Background: an optimization exercise with open tools, aiming at small area, a short achievable clock period and few clock cycles per item. Do not read the settings as production practice.
In this exercise RTL edits were held to simulation tests only and were not proved equivalent to the original.
Power and IR drop assume default switching activity.

## flow/config.mk

```make
export PLATFORM = sky130hd
export DESIGN_NAME = conv_window_gen
export DESIGN_NICKNAME = conv_window_gen
export VERILOG_FILES = /design/flow/design.v
export SDC_FILE = /design/flow/constraint.sdc
export NUM_CORES = 4
export LEC_CHECK = 0
export CAP_MARGIN = 20
export CORE_MARGIN = 2
export CORE_UTILIZATION = 40
export SLEW_MARGIN = 20
```

## flow/constraint.sdc

```tcl
create_clock -name core_clock -period 6.0 [get_ports {clk}]
set_input_delay 1.2000 -clock core_clock [delete_from_list [all_inputs] [get_ports {clk}]]
set_output_delay 1.2000 -clock core_clock [all_outputs]
set_load 0.01 [all_outputs]
```

## flow/design.v

```verilog
`default_nettype none
package conv_window_pkg;
    localparam int DEF_IMG_W = 32;   
    localparam int DEF_IMG_H = 32;   
    localparam int DEF_KSIZE = 5;    
    localparam int DEF_PIX_W = 8;    
    localparam logic [1:0] SCAN_IDLE = 2'd0;   
    localparam logic [1:0] SCAN_LOAD = 2'd1;   
    localparam logic [1:0] SCAN_ROW  = 2'd2;   
    localparam logic [1:0] SCAN_ROLL = 2'd3;
endpackage
`default_nettype wire
`timescale 1ns/1ps
`default_nettype none
module line_buffer_bank #(
    parameter int  IMG_W  = conv_window_pkg::DEF_IMG_W,
    parameter int  KSIZE  = conv_window_pkg::DEF_KSIZE,
    parameter int  PIX_W  = conv_window_pkg::DEF_PIX_W,
    localparam int LINE_W = $clog2(KSIZE + 1),
    localparam int COL_W  = $clog2(IMG_W)
) (
    input  wire logic                       clk,
    input  wire logic                       i_wr_en,
    input  wire logic [LINE_W-1:0]          i_wr_line,
    input  wire logic [COL_W-1:0]           i_wr_col,
    input  wire logic [PIX_W-1:0]           i_pixel,
    input  wire logic                       i_rd_en,
    input  wire logic [LINE_W-1:0]          i_rd_base,
    input  wire logic [COL_W-1:0]           i_rd_col,
    output logic [KSIZE*KSIZE*PIX_W-1:0]    o_window
);
    localparam int LINES = KSIZE + 1;
    localparam logic [LINE_W:0] LINES_EXT = (LINE_W + 1)'(LINES);
    logic [PIX_W-1:0]  mem [LINES][IMG_W];
    logic [LINE_W-1:0] line_sel [KSIZE];   
    always_ff @(posedge clk) begin
        if (i_wr_en) begin
            mem[i_wr_line][i_wr_col] <= i_pixel;
        end
    end
    always_comb begin : calc_lines
        logic [LINE_W:0] line_sum;
        line_sum = '0;
        for (int i = 0; i < KSIZE; i++) begin
            line_sum = {1'b0, i_rd_base} + (LINE_W + 1)'(i);
            if (line_sum >= LINES_EXT) begin
                line_sum = line_sum - LINES_EXT;
            end
            line_sel[i] = line_sum[LINE_W-1:0];
        end
    end
    always_ff @(posedge clk) begin
        if (i_rd_en) begin
            for (int i = 0; i < KSIZE; i++) begin
                for (int j = 0; j < KSIZE; j++) begin
                    o_window[(i*KSIZE + j)*PIX_W +: PIX_W] <=
                        mem[line_sel[i]][i_rd_col + COL_W'(j)];
                end
            end
        end
    end
endmodule
`default_nettype wire
`timescale 1ns/1ps
`default_nettype none
module line_load_ctrl #(
    parameter int  IMG_W  = conv_window_pkg::DEF_IMG_W,
    parameter int  IMG_H  = conv_window_pkg::DEF_IMG_H,
    parameter int  KSIZE  = conv_window_pkg::DEF_KSIZE,
    localparam int LINE_W = $clog2(KSIZE + 1),
    localparam int COL_W  = $clog2(IMG_W)
) (
    input  wire logic              clk,
    input  wire logic              reset_n,
    input  wire logic              i_start,
    input  wire logic              i_roll,
    input  wire logic              i_pixel_valid,
    output logic                   o_pixel_ready,
    output logic                   o_wr_en,
    output logic [LINE_W-1:0]      o_wr_line,
    output logic [COL_W-1:0]       o_wr_col,
    output logic                   o_rows_primed,
    output logic                   o_prefetch_busy
);
    localparam int LINES = KSIZE + 1;
    localparam int ROW_W = $clog2(IMG_H + 1);   
    localparam logic [COL_W-1:0]  LAST_COL      = COL_W'(IMG_W - 1);
    localparam logic [ROW_W-1:0]  LAST_LOAD_ROW = ROW_W'(KSIZE - 1);
    localparam logic [ROW_W-1:0]  TOTAL_ROWS    = ROW_W'(IMG_H);
    localparam logic [LINE_W-1:0] SPARE_LINE    = LINE_W'(KSIZE);
    localparam logic [LINE_W-1:0] LAST_LINE     = LINE_W'(LINES - 1);
    logic [COL_W-1:0]  wr_col;
    logic [ROW_W-1:0]  in_row;    
    logic [LINE_W-1:0] wr_line;
    logic              pending;   
    logic              primed;    
    logic              accept;
    assign accept = i_pixel_valid && pending;
    always_ff @(posedge clk) begin
        if (!reset_n) begin
            wr_col  <= '0;
            in_row  <= '0;
            wr_line <= '0;
            pending <= 1'b0;
            primed  <= 1'b0;
        end else if (i_start) begin
            wr_col  <= '0;
            in_row  <= '0;
            wr_line <= '0;
            pending <= 1'b1;   
            primed  <= 1'b0;
        end else if (i_roll) begin
            wr_line <= (wr_line == LAST_LINE) ? '0 : wr_line + 1'b1;
            pending <= (in_row < TOTAL_ROWS);
        end else if (accept) begin
            if (wr_col == LAST_COL) begin
                wr_col <= '0;
                in_row <= in_row + 1'b1;
                if (!primed) begin
                    if (in_row == LAST_LOAD_ROW) begin
                        primed  <= 1'b1;
                        wr_line <= SPARE_LINE;
                    end else begin
                        wr_line <= wr_line + 1'b1;
                    end
                end else begin
                    pending <= 1'b0;   
                end
            end else begin
                wr_col <= wr_col + 1'b1;
            end
        end
    end
    assign o_pixel_ready   = pending;
    assign o_wr_en         = accept;
    assign o_wr_line       = wr_line;
    assign o_wr_col        = wr_col;
    assign o_rows_primed   = primed;
    assign o_prefetch_busy = pending;
endmodule
`default_nettype wire
`timescale 1ns/1ps
`default_nettype none
module window_scan_ctrl #(
    parameter int  IMG_W  = conv_window_pkg::DEF_IMG_W,
    parameter int  IMG_H  = conv_window_pkg::DEF_IMG_H,
    parameter int  KSIZE  = conv_window_pkg::DEF_KSIZE,
    localparam int LINE_W = $clog2(KSIZE + 1),
    localparam int COL_W  = $clog2(IMG_W)
) (
    input  wire logic              clk,
    input  wire logic              reset_n,
    input  wire logic              i_start,
    input  wire logic              i_conv_ready,
    input  wire logic              i_rows_primed,
    input  wire logic              i_prefetch_busy,
    output logic                   o_start_load,
    output logic                   o_roll,
    output logic                   o_rd_en,
    output logic [LINE_W-1:0]      o_rd_base,
    output logic [COL_W-1:0]       o_rd_col,
    output logic                   o_conv_valid,
    output logic                   o_conv_row_start,
    output logic                   o_conv_row_end,
    output logic                   o_done
);
    localparam int LINES = KSIZE + 1;
    localparam int ORW   = $clog2(IMG_H - KSIZE + 1);
    localparam logic [COL_W-1:0]  LAST_COL  = COL_W'(IMG_W - KSIZE);
    localparam logic [ORW-1:0]    LAST_ROW  = ORW'(IMG_H - KSIZE);
    localparam logic [LINE_W-1:0] LAST_LINE = LINE_W'(LINES - 1);
    logic [1:0]        state;
    logic [COL_W-1:0]  win_col;
    logic [ORW-1:0]    out_row;
    logic [LINE_W-1:0] rd_base;   
    logic              issue;
    assign issue = (state == conv_window_pkg::SCAN_ROW) && i_conv_ready;
    always_ff @(posedge clk) begin
        if (!reset_n) begin
            state            <= conv_window_pkg::SCAN_IDLE;
            win_col          <= '0;
            out_row          <= '0;
            rd_base          <= '0;
            o_conv_valid     <= 1'b0;
            o_conv_row_start <= 1'b0;
            o_conv_row_end   <= 1'b0;
            o_done           <= 1'b0;
        end else begin
            o_conv_valid     <= issue;
            o_conv_row_start <= issue && (win_col == '0);
            o_conv_row_end   <= issue && (win_col == LAST_COL);
            o_done <= o_conv_valid && o_conv_row_end && (out_row == LAST_ROW);
            case (state)
                conv_window_pkg::SCAN_IDLE: begin
                    if (i_start) begin
                        state   <= conv_window_pkg::SCAN_LOAD;
                        win_col <= '0;
                        out_row <= '0;
                        rd_base <= '0;
                    end
                end
                conv_window_pkg::SCAN_LOAD: begin
                    if (i_rows_primed) begin
                        state <= conv_window_pkg::SCAN_ROW;
                    end
                end
                conv_window_pkg::SCAN_ROW: begin
                    if (issue) begin
                        if (win_col == LAST_COL) begin
                            win_col <= '0;
                            state   <= (out_row == LAST_ROW) ? conv_window_pkg::SCAN_IDLE : conv_window_pkg::SCAN_ROLL;
                        end else begin
                            win_col <= win_col + 1'b1;
                        end
                    end
                end
                conv_window_pkg::SCAN_ROLL: begin
                    if (!i_prefetch_busy) begin
                        rd_base <= (rd_base == LAST_LINE) ? '0 : rd_base + 1'b1;
                        out_row <= out_row + 1'b1;
                        state   <= conv_window_pkg::SCAN_ROW;
                    end
                end
                default: state <= conv_window_pkg::SCAN_IDLE;
            endcase
        end
    end
    assign o_start_load = (state == conv_window_pkg::SCAN_IDLE) && i_start;
    assign o_roll       = (state == conv_window_pkg::SCAN_ROLL) && !i_prefetch_busy;   
    assign o_rd_en      = issue;
    assign o_rd_base    = rd_base;
    assign o_rd_col     = win_col;
endmodule
`default_nettype wire
`timescale 1ns/1ps
`default_nettype none
module conv_window_gen #(
    parameter int IMG_W = conv_window_pkg::DEF_IMG_W,
    parameter int IMG_H = conv_window_pkg::DEF_IMG_H,
    parameter int KSIZE = conv_window_pkg::DEF_KSIZE,
    parameter int PIX_W = conv_window_pkg::DEF_PIX_W
) (
    input  wire logic                           clk,
    input  wire logic                           reset_n,
    input  wire logic                           i_start,
    input  wire logic                           i_pixel_valid,
    input  wire logic [PIX_W-1:0]               i_pixel,
    input  wire logic                           i_conv_ready,
    output logic                                o_pixel_ready,
    output logic                                o_conv_valid,
    output logic                                o_conv_row_start,
    output logic                                o_conv_row_end,
    output logic                                o_done,
    output logic [KSIZE*KSIZE*PIX_W-1:0]        o_window
);
    localparam int LINE_W = $clog2(KSIZE + 1);
    localparam int COL_W  = $clog2(IMG_W);
    logic              start_load;
    logic              roll;
    logic              rows_primed;
    logic              prefetch_busy;
    logic              wr_en;
    logic [LINE_W-1:0] wr_line;
    logic [COL_W-1:0]  wr_col;
    logic              rd_en;
    logic [LINE_W-1:0] rd_base;
    logic [COL_W-1:0]  rd_col;
    line_load_ctrl #(
        .IMG_W (IMG_W),
        .IMG_H (IMG_H),
        .KSIZE (KSIZE)
    ) line_load_ctrl_inst (
        .clk             (clk),
        .reset_n         (reset_n),
        .i_start         (start_load),
        .i_roll          (roll),
        .i_pixel_valid   (i_pixel_valid),
        .o_pixel_ready   (o_pixel_ready),
        .o_wr_en         (wr_en),
        .o_wr_line       (wr_line),
        .o_wr_col        (wr_col),
        .o_rows_primed   (rows_primed),
        .o_prefetch_busy (prefetch_busy)
    );
    window_scan_ctrl #(
        .IMG_W (IMG_W),
        .IMG_H (IMG_H),
        .KSIZE (KSIZE)
    ) window_scan_ctrl_inst (
        .clk              (clk),
        .reset_n          (reset_n),
        .i_start          (i_start),
        .i_conv_ready     (i_conv_ready),
        .i_rows_primed    (rows_primed),
        .i_prefetch_busy  (prefetch_busy),
        .o_start_load     (start_load),
        .o_roll           (roll),
        .o_rd_en          (rd_en),
        .o_rd_base        (rd_base),
        .o_rd_col         (rd_col),
        .o_conv_valid     (o_conv_valid),
        .o_conv_row_start (o_conv_row_start),
        .o_conv_row_end   (o_conv_row_end),
        .o_done           (o_done)
    );
    line_buffer_bank #(
        .IMG_W (IMG_W),
        .KSIZE (KSIZE),
        .PIX_W (PIX_W)
    ) line_buffer_bank_inst (
        .clk       (clk),
        .i_wr_en   (wr_en),
        .i_wr_line (wr_line),
        .i_wr_col  (wr_col),
        .i_pixel   (i_pixel),
        .i_rd_en   (rd_en),
        .i_rd_base (rd_base),
        .i_rd_col  (rd_col),
        .o_window  (o_window)
    );
endmodule
`default_nettype wire
```

## flow/run.sh

```bash
#!/bin/bash
# synth_recipe.tcl (not shown) runs the flow's synth.tcl, then flattens the netlist and writes it again
# the make line also repeats each setting of config.mk as NAME=value (left out here)
make -C /OpenROAD-flow-scripts/flow DESIGN_CONFIG=/design/flow/config.mk WORK_HOME=/design/flow/orfs CLKGATE_MAP_FILE= SYNTH_SCRIPT=/design/flow/synth_recipe.tcl finish
```

==> flow_metrics.tcl <==
set metrics [dict create \
    status "complete, no violations" \
    postLayoutCoreUtil_pct 45.09 \
    multi_input_area_mm2 0.06332 \
    power.internal_mw 20.72 \
    combPwrFrac_pct 1.0 \
    pre_cts_ws_ns 0.7889 \
    ys_ff_latch 1771 \
    dpl.cell_count 11298 \
    crit_fanout 34 \
    worst_skew_pair.late_latency_ns 0.92 \
    core_area_mm2 0.2993 \
    cts.root.buffer_cell "clkbuf_16" \
    die_x_um 551.8 \
    clock_power_share_pct 47.6 \
    cts.sinks 1771 \
    p_per_area_mw_per_mm2 195.3 \
    synth-seq-area-share_pct 44.02 \
    grt_pass1_vias 81018 \
    pwr-share-seq_pct 51.5 \
    yosysWarningCount 4 \
    grt_pass1_wl_mm 680.2 \
    seqCellArea_mm2 0.05285 \
    switching_share_pct 21.39 \
    timing.fmax_mhz 185.4 \
    postCtsHoldBufs 0 \
    drtPass1Iterations 8 \
    worstMarginPinSlew_ns 1.240 \
    synthCells 7292 \
    fin_cells 11695 \
    startpoint_type "register" \
    fin_setup_tns_ns 0 \
    ir_drop_v 0.0002276 \
    final_area_mm2 0.1349 \
    start_util_pct 40.10 \
    layout_commonest_cell "mux4_2" \
    critPathCaptureType "register" \
    placed_area_mm2 0.1283 \
    synth_edf_count 1736 \
    synthDistinctLibCells 74 \
    p_sw_mw 5.636 \
    vias_per_cell 7.338 \
    cts_buffers 204 \
    area_growth_pct 12.44 \
    postCtsSetupRepairBufs 0 \
    dr.first_iter.drc_count 14907 \
    post-route-drc-count 0 \
    grt_max_degree 182 \
    dieArea_mm2 0.3045 \
    wl_mm 500.6 \
    period_share_pct 89.91 \
    grtUsageTotal_pct 32.43 \
    finalPower_mw 26.35 \
    slew_viol_final 0 \
    ant_nets 0 \
    p_leak_nw 41.87 \
    cap_violations 0 \
    place_congestion 1.006 \
    path_clk_slew_ns 0.07 \
    synth_flop_cell "edfxtp_1" \
    synth_nets 7362 \
    nFillCells 25652 \
    die_h_um 551.8 \
    layout_common_cells "1960 x mux4_2, 1736 x edfxtp_1, 667 x nand2_1, 582 x mux2i_1, 474 x buf_4" \
    required_ns 6.63 \
    critPathKind "register to register" \
    async_flop_share_pct 0 \
    wire_per_inst_um 42.80 \
    io_buffers 217 \
    h-tree-depth 4 \
    antenna_found_initial 34 \
    holdCritPathClass "register to register" \
    hold-worst-slack_ns 0.4615 \
    cts_max_path_buffers 4 \
    fin_ws_ns 0.6056 \
    fp-row-count 201 \
    hpwlAfterDp_mm 346.3 \
    vias 85818 \
    cts-resized-gates 0 \
    synth_area_mm2 0.1200 \
    pin_count 218 \
    drive_gt1_share_pct 38.54 \
    synth.avg_cell_area_um2 16.46 \
    cp.arrival_ns 6.02 \
    nets 7619 \
    slew_headroom_pct 17.17 \
    hold_viol 0 \
    rsz0062_at_grt "no" \
    cts_tree "built" \
    period_needed_ns 5.394 \
    overflow 0 \
    skew_ns 0.06838 \
    setup_viol 0 \
]
-- cells in the mapped netlist (all sizes together), types with 66 or more instances --
library cell | count | area share [%]
a32oi | 121 | 0.88
buf | 505 | 2.8
clkbuf | 202 | 0.63
edfxtp | 1736 | 43
mux2 | 75 | 0.70
mux2i | 584 | 4.9
mux4 | 1960 | 37
nand2 | 668 | 2.1
nand3 | 144 | 0.60
nor2 | 358 | 1.1
o21ai | 119 | 0.50
o221ai | 66 | 0.48
-- worst paths after layout --
kind	start	to	slack [ns]	cells past startpoint
worst max-delay path	window_scan_ctrl_inst.win_col[1]	line_buffer_bank_inst.o_window[11]	0.61	11
worst min-delay path	window_scan_ctrl_inst.o_conv_row_end	window_scan_ctrl_inst.o_done	0.46	2
worst max register to register	window_scan_ctrl_inst.win_col[1]	line_buffer_bank_inst.o_window[11]	0.61	11
worst min register to register	window_scan_ctrl_inst.o_conv_row_end	window_scan_ctrl_inst.o_done	0.46	2
-- routing by layer --
layer	routed length, um	GRT usage (%)
met5	179	0
met3	78160	13.18
met1	173400	41.52
met4	37700	20.12
met2	211100	45.85
-- logic make-up (layout without fill, tap and decap cells) --
group	count (synthesis)	in the layout	share of synthesized area, %
buf+inv	741	1158	3.501
other cells	0	28	0
flops	1771	1771	44.02
fa+ha+maj	57	57	0.5942
simple gates	1314	1314	4.560
mux	2619	2619	42.35
compound gates	737	737	4.590
xor+xnor	53	53	0.3868
-- registers in the layout, indices dropped and copies added (netlist names) --
name,cells
line_buffer_bank_inst.o_window,200
line_buffer_bank_inst.mem,1536
line_load_ctrl_inst.wr_line,3
line_load_ctrl_inst.in_row,6
window_scan_ctrl_inst.state,2
window_scan_ctrl_inst.o_conv_valid,1
window_scan_ctrl_inst.rd_base,3
window_scan_ctrl_inst.o_done,1
line_load_ctrl_inst.wr_col,5
window_scan_ctrl_inst.out_row,5
window_scan_ctrl_inst.o_conv_row_start,1
window_scan_ctrl_inst.win_col,5
line_load_ctrl_inst.pending,1
line_load_ctrl_inst.primed,1
window_scan_ctrl_inst.o_conv_row_end,1
-- area by class of cell --
cell class / count / area share (%)
multi-input combinational: 4780 / 46.92
sequential: 1771 / 39.16
timing repair buffer: 758 / 5.243
clock buffer: 228 / 3.865
tap: 3958 / 3.670
clock inverter: 138 / 0.9791
inverter: 34 / 0.1076
antenna: 28 / 0.05192
-- worst max-delay path, cell delays in order (launching register included) --
cell and delay [ns]:
dfxtp_4 0.87, inv_2 0.20, ha_4 0.81, buf_4 0.30, buf_12 0.24, buf_4 0.26, mux4_2 0.31, mux4_2 0.50
mux2i_2 0.74, buf_4 0.28, mux2i_1 0.17, a32o_1 0.32
-- power by group through the flow --
stage / clock (mW) / sequential (mW) / combinational [mW]
2_1_floorplan: 0 / 13.8 / 0.0338
4_1_cts: 12.6 / 13.6 / 0.248
3_3_place_gp: 0 / 13.8 / 0.240
6_report: 12.5 / 13.6 / 0.258
3_5_place_dp: 0 / 13.8 / 0.250
5_1_grt: 13.1 / 13.6 / 0.268
Testbench counts, summed over its fixed seeds: cycles 34,624, frames 32.

[re-timing with driven ports]
How much do the figures lean on ideal ports? The routed layout below was timed once more, with nothing changed but the port constraints. Step 1 (the two cells are an assumption about what drives the block):
set clk [get_ports {clk}]
set_driving_cell -lib_cell sky130_fd_sc_hd__clkbuf_16 $clk
set_driving_cell -lib_cell sky130_fd_sc_hd__buf_2 [delete_from_list [all_inputs] $clk]
Step 2 times the ports against the registers' clock, not the clock port: input delays grow and output delays shrink by t, the midpoint of the rising clock arrivals with the driver on. Slacks: no drivers / after step 1 / after step 2; pairs: no drivers / after step 1.
shift t [ns]: 0.980
setup WS [ns]: 0.606 / 0.606 / 0.606
worst setup path at the end: register to register
pins driven straight from the clock port: 1
After both steps this run still meets setup and hold. The setup slack of this run moves by 0.000 ns with the drivers and by 0.000 ns with both steps.
